Context: an optimization exercise on an open-source flow, tuned for small area, a short achievable clock period and few clock cycles per item. The choices shown serve that exercise and are no tape-out recipe.
Only simulation tests tie the RTL to the original design; equivalence was not proved.
Power is estimated from default activity; no workload was simulated.

==> amber <==
Design rle_led_frame_decoder, start of the top module:
module rle_led_frame_decoder
#(
	parameter int PIXEL_COUNT = 90
) (
	input  logic       clk,
	input  logic       arst_n,
	input  logic       start,
	output logic       busy,
	input  logic [1:0] cmd,
	input  logic [7:0] run_length,
	input  logic [7:0] red_in,
	input  logic [7:0] green_in,
	input  logic [7:0] blue_in,
	input  logic       last_record,
	input  logic [6:0] read_index,
	output logic       done,
	output logic [7:0] red_out,
	output logic [7:0] green_out,
	output logic [7:0] blue_out,
	output logic [6:0] fill_position,
	output logic       overflow
);
	rled_pkg::apply_t op;
	logic             op_v;
	logic             clr_disp;
	logic [6:0]       fp;
	logic             ovf;
	rled_ctrl #(
		.PIXEL_COUNT (PIXEL_COUNT)
	) u_ctrl (
		.clk         (clk),
		.arst_n      (arst_n),
		.start       (start),
		.busy        (busy),
		.cmd         (cmd),
		.run_length  (run_length),
		.red_in      (red_in),
		.green_in    (green_in),
		.blue_in     (blue_in),
		.last_record (last_record),
		.read_index  (read_index),
		.op          (op),
		.op_v        (op_v),
		.clr_disp    (clr_disp),
		.fp          (fp),
		.ovf         (ovf)
	);
	rled_dp #(
		.PIXEL_COUNT (PIXEL_COUNT)
	) u_dp (
		.clk           (clk),
		.arst_n        (arst_n),
		.op            (op),
		.op_v          (op_v),
		.clr_disp      (clr_disp),
		.fp            (fp),
		.ovf           (ovf),
		.done          (done),
		.red_out       (red_out),
		.green_out     (green_out),
		.blue_out      (blue_out),
		.fill_position (fill_position),
		.overflow      (overflow)
	);
endmodule
==> module rled_ctrl, before the edit <==
module rled_ctrl
#(
	parameter int PIXEL_COUNT = 90
) (
	input  logic       clk,
	input  logic       arst_n,
	input  logic       start,
	output logic       busy,
	input  logic [1:0] cmd,
	input  logic [7:0] run_length,
	input  logic [7:0] red_in,
	input  logic [7:0] green_in,
	input  logic [7:0] blue_in,
	input  logic       last_record,
	input  logic [6:0] read_index,
	output rled_pkg::apply_t op,
	output logic       op_v,
	output logic       clr_disp,
	output logic [6:0] fp,
	output logic       ovf
);
	localparam logic [8:0] FP_END = 9'(PIXEL_COUNT);
	logic       ready_q;
	logic       v1;
	logic [1:0] cmd1;
	logic [7:0] len1;
	logic [23:0] col1;
	logic       lst1;
	logic [6:0] idx1;
	logic [6:0] fp_q;
	logic       ovf_q;
	logic       stop_q;
	logic       clr2_q;
	logic       clr3_q;
	logic [8:0] sum;
	logic       is_run;
	logic       go;
	logic       over;
	logic [6:0] hi;
	assign busy = !ready_q;
	always_ff @(posedge clk or negedge arst_n) begin
		if (!arst_n) begin
			ready_q <= 1'b0;
			v1      <= 1'b0;
		end else begin
			ready_q <= 1'b1;
			v1      <= start && ready_q;
		end
	end
	always_ff @(posedge clk) begin
		cmd1 <= cmd;
		len1 <= run_length;
		col1 <= {red_in, green_in, blue_in};
		lst1 <= last_record;
		idx1 <= read_index;
	end
	assign sum    = 9'(fp_q) + 9'(len1);
	assign is_run = v1 && (cmd1 == rled_pkg::CMD_RUN);
	assign go     = is_run && !stop_q && (len1 != 8'd0);
	assign over   = (sum > FP_END);
	assign hi     = over ? 7'(PIXEL_COUNT) : sum[6:0];
	always_ff @(posedge clk or negedge arst_n) begin
		if (!arst_n) begin
			fp_q   <= '0;
			ovf_q  <= 1'b0;
			stop_q <= 1'b0;
		end else if (v1) begin
			case (cmd1)
				rled_pkg::CMD_RUN: begin
					if (stop_q) begin
						if (lst1) begin
							stop_q <= 1'b0;
						end
					end else if (len1 == 8'd0) begin
						stop_q <= !lst1;
					end else begin
						fp_q <= hi;
						if (over) begin
							ovf_q <= 1'b1;
						end
					end
				end
				rled_pkg::CMD_COMMIT: begin
					fp_q   <= '0;
					ovf_q  <= 1'b0;
					stop_q <= 1'b0;
				end
				default: begin
				end
			endcase
		end
	end
	always_ff @(posedge clk or negedge arst_n) begin
		if (!arst_n) begin
			op.wr    <= 1'b1;
			op.lo    <= '0;
			op.hi    <= 7'(PIXEL_COUNT);
			op.color <= '0;
			op.copy  <= 1'b0;
			op_v     <= 1'b0;
			clr2_q   <= 1'b1;
			clr3_q   <= 1'b0;
		end else begin
			op.wr    <= go;
			op.lo    <= fp_q;
			op.hi    <= hi;
			op.color <= col1;
			op.copy  <= v1 && (cmd1 == rled_pkg::CMD_COMMIT);
			op_v     <= v1;
			clr2_q   <= 1'b0;
			clr3_q   <= clr2_q;
		end
	end
	always_ff @(posedge clk) begin
		for (int i = 0; i < PIXEL_COUNT; i++) begin
			op.rd_sel[i] <= v1 && (cmd1 == rled_pkg::CMD_READ) && (idx1 == 7'(i));
		end
	end
	assign clr_disp = clr3_q;
	assign fp       = fp_q;
	assign ovf      = ovf_q;
endmodule
==> module rled_dp, before the edit <==
module rled_dp
#(
	parameter int PIXEL_COUNT = 90
) (
	input  logic       clk,
	input  logic       arst_n,
	input  rled_pkg::apply_t op,
	input  logic       op_v,
	input  logic       clr_disp,
	input  logic [6:0] fp,
	input  logic       ovf,
	output logic       done,
	output logic [7:0] red_out,
	output logic [7:0] green_out,
	output logic [7:0] blue_out,
	output logic [6:0] fill_position,
	output logic       overflow
);
	logic [23:0] stg_mem  [PIXEL_COUNT];
	logic [23:0] disp_mem [PIXEL_COUNT];
	logic        done_q;
	logic [23:0] rd_q;
	logic [6:0]  fill_q;
	logic        ovf_q;
	logic [23:0] rd_d;
	always_comb begin
		rd_d = '0;
		for (int i = 0; i < PIXEL_COUNT; i++) begin
			rd_d = rd_d | ({24{op.rd_sel[i]}} & disp_mem[i]);
		end
	end
	always_ff @(posedge clk) begin
		for (int i = 0; i < PIXEL_COUNT; i++) begin
			if (op.wr && (7'(i) >= op.lo) && (7'(i) < op.hi)) begin
				stg_mem[i] <= op.color;
			end
			if (op.copy || clr_disp) begin
				disp_mem[i] <= stg_mem[i];
			end
		end
		rd_q   <= rd_d;
		fill_q <= fp;
		ovf_q  <= ovf;
	end
	always_ff @(posedge clk or negedge arst_n) begin
		if (!arst_n) begin
			done_q <= 1'b0;
		end else begin
			done_q <= op_v;
		end
	end
	assign done          = done_q;
	assign red_out       = rd_q[23:16];
	assign green_out     = rd_q[15:8];
	assign blue_out      = rd_q[7:0];
	assign fill_position = fill_q;
	assign overflow      = ovf_q;
endmodule
clock: 6.0 ns
lec_check: 0
cap_margin: 20
core_margin: 2
core_utilization: 60
cts_cluster_diameter: 150
cts_cluster_size: 30
setup_slack_margin: 3.5
slew_margin: 20
synth_memory_max_bits: 8192
run.sh (not shown) runs the stock make flow with config.mk's settings and CLKGATE_MAP_FILE= SYNTH_SCRIPT=/design/flow/synth_recipe.tcl, a recipe that flattens the netlist after the stock synthesis.
==> inputs of tundra, as changes to amber <==
--- a/flow/design.v
+++ b/flow/design.v
@@ -12,5 +12,6 @@
 		logic [23:0] color;
 		logic        copy;     
-		logic [89:0] rd_sel;   
+		logic        rd;       
+		logic [6:0]  idx;
 	} apply_t;
 endpackage
@@ -37,5 +38,5 @@
 );
 	localparam logic [8:0] FP_END = 9'(PIXEL_COUNT);
-	logic       ready_q;
+	logic       busy_q;
 	logic       v1;
 	logic [1:0] cmd1;
@@ -54,12 +55,12 @@
 	logic       over;
 	logic [6:0] hi;
-	assign busy = !ready_q;
-	always_ff @(posedge clk or negedge arst_n) begin
-		if (!arst_n) begin
-			ready_q <= 1'b0;
-			v1      <= 1'b0;
+	assign busy = busy_q;
+	always_ff @(posedge clk or negedge arst_n) begin
+		if (!arst_n) begin
+			busy_q <= 1'b1;
+			v1     <= 1'b0;
 		end else begin
-			ready_q <= 1'b1;
-			v1      <= start && ready_q;
+			busy_q <= 1'b0;
+			v1     <= start && !busy_q;
 		end
 	end
@@ -114,4 +115,5 @@
 			op.color <= '0;
 			op.copy  <= 1'b0;
+			op.rd    <= 1'b0;
 			op_v     <= 1'b0;
 			clr2_q   <= 1'b1;
@@ -123,4 +125,5 @@
 			op.color <= col1;
 			op.copy  <= v1 && (cmd1 == rled_pkg::CMD_COMMIT);
+			op.rd    <= v1 && (cmd1 == rled_pkg::CMD_READ);
 			op_v     <= v1;
 			clr2_q   <= 1'b0;
@@ -129,7 +132,5 @@
 	end
 	always_ff @(posedge clk) begin
-		for (int i = 0; i < PIXEL_COUNT; i++) begin
-			op.rd_sel[i] <= v1 && (cmd1 == rled_pkg::CMD_READ) && (idx1 == 7'(i));
-		end
+		op.idx <= idx1;
 	end
 	assign clr_disp = clr3_q;
@@ -165,5 +166,10 @@
 		rd_d = '0;
 		for (int i = 0; i < PIXEL_COUNT; i++) begin
-			rd_d = rd_d | ({24{op.rd_sel[i]}} & disp_mem[i]);
+			if (op.idx == 7'(i)) begin
+				rd_d = rd_d | disp_mem[i];
+			end
+		end
+		if (!op.rd) begin
+			rd_d = '0;
 		end
 	end
CORE_UTILIZATION = 40   (was 60)
CTS_CLUSTER_DIAMETER = not set   (was 150)
CTS_CLUSTER_SIZE = not set   (was 30)
SETUP_SLACK_MARGIN = not set   (was 3.5)
==> summary of the runs <==
- tundra finished clean. amber completed without violations.
- Between tundra and amber, the lower final area is in amber (gap about 5%, measured against amber).
- Of tundra and amber, tundra has the higher synthesized cell count (gap about 4.3%, measured against amber).
- Of amber and tundra, amber has the higher global-route usage (gap 15 points).
- Against amber, the sequential share of layout area of tundra is lower by 5.0 points.
- In amber the critical path depth is lower than in tundra, by 6.
- Against tundra, the sequential power of amber is higher by about 2%.
- Between tundra and amber, the lower utilization is in tundra (gap 21 points).
Testbench counts of amber, summed over its fixed seeds: cycles 24,024, items 24,000.
Testbench counts of tundra, summed over its fixed seeds: cycles 24,024, items 24,000.

==> static timing again, ports no longer ideal <==
How much do the figures lean on ideal ports? The routed layouts below were timed once more, with nothing changed but the port constraints.
Step 1, drivers: a clkbuf_16 drives clk and a buf_2 each remaining input, both assumed.
Step 2, shift: input delay + t, output delay - t, t = (earliest + latest rising clock arrival at the registers) / 2. This alone moves slack from input paths to output paths.
a / b / c = no drivers / after step 1 / after step 2; a / b = the first two.
run	t (ns)	setup WS [ns]	hold slack, ns	worst setup path after step 2	worst slew at a driven data input, ns
amber	0.973	3.335 / 3.234 / 3.381	0.329 / 0.263 / 0.329	register to register	0.10
tundra	1.063	1.435 / 1.435 / 1.435	0.154 / 0.081 / 0.321	register to register	0.09
After both steps every run listed still meets setup and hold.
